What follows belongs to an exercise in optimizing a design on an open flow for small area; a production flow would make more cautious choices.
Function was checked by simulation only, so behaviour that the tests miss may differ from the original.
Power is estimated from default activity; no workload was simulated.

==> 09-15 <==
Design dpram_be, start of the top module:
module dpram_be
#(
   parameter int LOG2_L   = 4,
   parameter int W_BYTES  = 16,
   parameter int RD_REG   = 1,
   parameter int WR_FIRST = 1
) (
   input  logic                       clk,
   input  logic                       rst_n,
   output logic                       ready,
   input  logic                       we,
   input  logic [W_BYTES-1:0]         wbe,
   input  logic [LOG2_L-1:0]          d_a,
   input  dpram_pkg::byte_t [W_BYTES-1:0] d,
   input  logic                       re,
   input  logic [LOG2_L-1:0]          q_a,
   output dpram_pkg::byte_t [W_BYTES-1:0] q,
   output logic                       q_valid
);
==> module dpram_clr_seq, before the edit <==
module dpram_clr_seq
#(
   parameter int LOG2_L = 4
) (
   input  logic clk,
   input  logic rst_n,
   output logic ready
);
   logic [LOG2_L:0] cnt;
   always_ff @(posedge clk)
      if (!rst_n)          cnt <= '0;
      else if (!cnt[LOG2_L]) cnt <= cnt + 1'b1;
   assign ready = cnt[LOG2_L];
endmodule
==> module dpram_ctl, before the edit <==
module dpram_ctl #(
   parameter int LOG2_L = 4
) (
   input  logic              ready,
   input  logic              rst_n,
   input  logic              re,
   input  logic              we,
   input  logic [LOG2_L-1:0] d_a,
   input  logic [LOG2_L-1:0] q_a,
   output logic              nrst,      
   output logic              wr,        
   output logic              rd,        
   output logic              re_rdy,    
   output logic              we_eq,     
   output logic              rd_we_eq   
);
   assign nrst     = !rst_n;
   assign wr       = we && ready;
   assign rd       = rst_n && re && ready;
   assign re_rdy   = re && ready;
   assign we_eq    = we && d_a == q_a;
   assign rd_we_eq = rd && we_eq;
endmodule
==> module dpram_be, before the edit <==
module dpram_be
#(
   parameter int LOG2_L   = 4,
   parameter int W_BYTES  = 16,
   parameter int RD_REG   = 1,
   parameter int WR_FIRST = 1
) (
   input  logic                       clk,
   input  logic                       rst_n,
   output logic                       ready,
   input  logic                       we,
   input  logic [W_BYTES-1:0]         wbe,
   input  logic [LOG2_L-1:0]          d_a,
   input  dpram_pkg::byte_t [W_BYTES-1:0] d,
   input  logic                       re,
   input  logic [LOG2_L-1:0]          q_a,
   output dpram_pkg::byte_t [W_BYTES-1:0] q,
   output logic                       q_valid
);
   localparam int L = 2 ** LOG2_L;
   localparam int W = 8 * W_BYTES;
   dpram_clr_seq #(.LOG2_L(LOG2_L)) u_clr (
      .clk   (clk),
      .rst_n (rst_n),
      .ready (ready)
   );
   logic               run;      
   logic               clr;      
   logic               nrst, wr, rd, re_rdy, we_eq, rd_we_eq;
   logic [3:0]         wlo, whi, rlo, rhi;   
   localparam int NC = 4;        
   logic [L*NC-1:0]    wsel_n;       
   logic [L*NC-1:0]    rsel_n;       
   logic [W_BYTES-1:0] bsel_n;   
   logic [W_BYTES-1:0] coll;     
   logic [W_BYTES-1:0] fwd;      
   logic [W_BYTES-1:0] hold;     
   logic [W-1:0]       wdata;
   always_ff @(posedge clk) begin
      run <= rst_n;
      clr <= !rst_n;
   end
   dpram_ctl #(.LOG2_L(LOG2_L)) u_ctl (
      .ready(ready), .rst_n(rst_n), .re(re), .we(we), .d_a(d_a), .q_a(q_a),
      .nrst(nrst), .wr(wr), .rd(rd), .re_rdy(re_rdy),
      .we_eq(we_eq), .rd_we_eq(rd_we_eq));
   dpram_dec2f  u_wlo (.en(wr), .f(clr), .a(d_a[1:0]), .y(wlo));
   dpram_dec2nf u_whi (.f(clr), .a(d_a[3:2]), .y(whi));
   dpram_dec2  u_rlo (.en(rd), .a(q_a[1:0]), .y(rlo));
   dpram_dec2n u_rhi (.a(q_a[3:2]), .y(rhi));
   for (genvar w = 0; w < L; w++) begin : g_wc
      for (genvar c = 0; c < NC; c++) begin : g_c
         dpram_nand2 u_ws (.a(wlo[w % 4]), .b(whi[w / 4]), .y(wsel_n[w*NC + c]));
         dpram_nand2 u_rs (.a(rlo[w % 4]), .b(rhi[w / 4]), .y(rsel_n[w*NC + c]));
      end
   end
   for (genvar i = 0; i < W_BYTES; i++) begin : g_bc
      dpram_nor2  u_bs (.a(wbe[i]), .b(clr), .y(bsel_n[i]));
      dpram_and2  u_co (.a(wbe[i]), .b(we_eq), .y(coll[i]));
      dpram_and2  u_fw (.a(wbe[i]), .b(rd_we_eq), .y(fwd[i]));
      dpram_nor2  u_ho (.a(re_rdy), .b(nrst), .y(hold[i]));
      dpram_wdata u_wd (.ready(run), .d(d[i]), .y(wdata[8*i +: 8]));
   end
   logic [L*W-1:0]       mem;   
   logic [L*W_BYTES-1:0] rs;    
   for (genvar w = 0; w < L; w++) begin : g_w
      for (genvar i = 0; i < W_BYTES; i++) begin : g_b
         logic en;
         dpram_nor2 u_en (.a(wsel_n[w*NC + i*NC/W_BYTES]), .b(bsel_n[i]), .y(en));
         always_ff @(posedge clk)
            if (en) mem[w*W + 8*i +: 8] <= wdata[8*i +: 8];
         dpram_nor2 u_rs (.a(rsel_n[w*NC + i*NC/W_BYTES]), .b(coll[i]), .y(rs[w*W_BYTES + i]));
      end
   end
   logic [W-1:0] qn;
   for (genvar i = 0; i < W_BYTES; i++) begin : g_rb
      for (genvar j = 0; j < 8; j++) begin : g_rbit
         dpram_rd_bit u_rd (
            .a({hold[i], fwd[i],
                rs[15*W_BYTES + i], rs[14*W_BYTES + i], rs[13*W_BYTES + i], rs[12*W_BYTES + i],
                rs[11*W_BYTES + i], rs[10*W_BYTES + i], rs[ 9*W_BYTES + i], rs[ 8*W_BYTES + i],
                rs[ 7*W_BYTES + i], rs[ 6*W_BYTES + i], rs[ 5*W_BYTES + i], rs[ 4*W_BYTES + i],
                rs[ 3*W_BYTES + i], rs[ 2*W_BYTES + i], rs[ 1*W_BYTES + i], rs[ 0*W_BYTES + i]}),
            .b({q[i][j], d[i][j],
                mem[15*W + 8*i + j], mem[14*W + 8*i + j], mem[13*W + 8*i + j], mem[12*W + 8*i + j],
                mem[11*W + 8*i + j], mem[10*W + 8*i + j], mem[ 9*W + 8*i + j], mem[ 8*W + 8*i + j],
                mem[ 7*W + 8*i + j], mem[ 6*W + 8*i + j], mem[ 5*W + 8*i + j], mem[ 4*W + 8*i + j],
                mem[ 3*W + 8*i + j], mem[ 2*W + 8*i + j], mem[ 1*W + 8*i + j], mem[ 0*W + 8*i + j]}),
            .y(qn[8*i + j]));
      end
   end
   always_ff @(posedge clk) begin
      q       <= qn;
      q_valid <= rd;
   end
endmodule
clock: 4.0 ns
lec_check: 0
cap_margin: 10
core_margin: 2
core_utilization: 50
gpl_timing_driven: 0
slew_margin: 10
synth_hierarchical: 1
standard.sh (not shown) runs the stock make flow with config.mk's settings and CLKGATE_MAP_FILE= SYNTH_SCRIPT=/design/flow/synth_recipe.tcl, a recipe that flattens the netlist after the stock synthesis.
==> flow/flow/run.sh <==
#!/bin/bash
# Layout flow: the standard ORFS flow (standard.sh: unchanged synthesis, floorplan,
# power grid, placement, routing), with two changes made through ORFS's own variables:
#  - buffer_ports puts the smallest buffer, buf_1, on each input and output port;
#  - clock tree synthesis clusters up to 30 sinks within 80 um under each clkbuf_16
#    and inserts no dummy loads.
# make's full output goes to standard_flow.log; ORFS's per-step logs stay under orfs/logs.
set -euo pipefail
export BUFFER_PORTS_ARGS="-buffer_cell sky130_fd_sc_hd__buf_1"
export CTS_ARGS="-sink_clustering_enable -repair_clock_nets -sink_clustering_size 30 -sink_clustering_max_diameter 80 -buf_list sky130_fd_sc_hd__clkbuf_16 -dont_use_dummy_load"
bash standard.sh > standard_flow.log 2>&1
==> 12-07: changes against 09-15 <==
--- a/flow/design.v
+++ b/flow/design.v
@@ -9,11 +9,15 @@
    input  logic clk,
    input  logic rst_n,
-   output logic ready
+   output logic ready,
+   output logic ready_rd
 );
    logic [LOG2_L:0] cnt;
    always_ff @(posedge clk)
-      if (!rst_n)          cnt <= '0;
+      if (!rst_n)            cnt <= '0;
       else if (!cnt[LOG2_L]) cnt <= cnt + 1'b1;
    assign ready = cnt[LOG2_L];
+   always_ff @(posedge clk)
+      if (!rst_n)                                ready_rd <= 1'b0;
+      else if (!cnt[LOG2_L] && &cnt[LOG2_L-1:0]) ready_rd <= 1'b1;
 endmodule
 module dpram_aoi222 (
@@ -121,4 +125,5 @@
 ) (
    input  logic              ready,
+   input  logic              ready_rd,  
    input  logic              rst_n,
    input  logic              re,
@@ -135,6 +140,6 @@
    assign nrst     = !rst_n;
    assign wr       = we && ready;
-   assign rd       = rst_n && re && ready;
-   assign re_rdy   = re && ready;
+   assign rd       = rst_n && re && ready_rd;
+   assign re_rdy   = re && ready_rd;
    assign we_eq    = we && d_a == q_a;
    assign rd_we_eq = rd && we_eq;
@@ -161,8 +166,10 @@
    localparam int L = 2 ** LOG2_L;
    localparam int W = 8 * W_BYTES;
+   logic ready_rd;     
    dpram_clr_seq #(.LOG2_L(LOG2_L)) u_clr (
       .clk   (clk),
       .rst_n (rst_n),
-      .ready (ready)
+      .ready (ready),
+      .ready_rd(ready_rd)
    );
    logic               run;      
@@ -183,5 +190,5 @@
    end
    dpram_ctl #(.LOG2_L(LOG2_L)) u_ctl (
-      .ready(ready), .rst_n(rst_n), .re(re), .we(we), .d_a(d_a), .q_a(q_a),
+      .ready(ready), .ready_rd(ready_rd), .rst_n(rst_n), .re(re), .we(we), .d_a(d_a), .q_a(q_a),
       .nrst(nrst), .wr(wr), .rd(rd), .re_rdy(re_rdy),
       .we_eq(we_eq), .rd_we_eq(rd_we_eq));
Settings changed: SETUP_SLACK_MARGIN set to 0.35.
==> results by group <==
Placed design
  • Placed Area: 81300 sq um

Outcome
  • Failed Checks: negative setup slack
  • Status: finished with violations

Synth
  • Syn Nets: 4243
  • Synthesized flop and latch total: 2184
  • Synth Area in Compound Gates: 10.0%

STA
  • Worst Skew: 57.9 ps
  • Final setup fails: 10
  • Worst Setup Slack, final: -26.5 ps

Detailed routing
  • Vias: 44708
Source of the figures above: 09-15

==> results by group <==
Outcome
  • Status: finished clean

Detailed routing
  • Vias: 44566

STA
  • Worst Setup Slack, final: 498 ps
  • Final setup fails: 0

Synth
  • Synth Area in Compound Gates: 10.0%
  • Syn Nets: 4247
  • Synthesized flop and latch total: 2185

Placed design
  • Placed Area: 81300 sq um

Power
  • P_int: 0.0308 W
Source of the figures above: 12-07

==> re-timing with driven ports <==
No port has a modelled driver above. Below, the same layouts with a new extraction and two added sets of constraints. Step 1 (the two cells are an assumption about what drives the block):
set clk [get_ports {clk}]
set_driving_cell -lib_cell sky130_fd_sc_hd__clkbuf_16 $clk
set_driving_cell -lib_cell sky130_fd_sc_hd__buf_2 [delete_from_list [all_inputs] $clk]
Step 2 times the ports against the registers' clock, not the clock port: input delays grow and output delays shrink by t, the midpoint of the rising clock arrivals with the driver on. a / b / c = no drivers / after step 1 / after step 2; a / b = the first two.
run | shift t [ns] | setup slack, ns | hold slack, ns | worst setup path after step 2
09-15 | 0.820 | -0.026 / -0.026 / -0.788 | 0.358 / 0.305 / 0.451 | input to register
12-07 | 0.797 | 0.498 / 0.498 / -0.227 | 0.343 / 0.316 / 0.465 | input to register
With both steps, setup timing fails in 12-07, where it was met with ideal ports. The setup slack of 09-15, which loses most, moves by 0.000 ns with the drivers and by -0.762 ns with both steps.
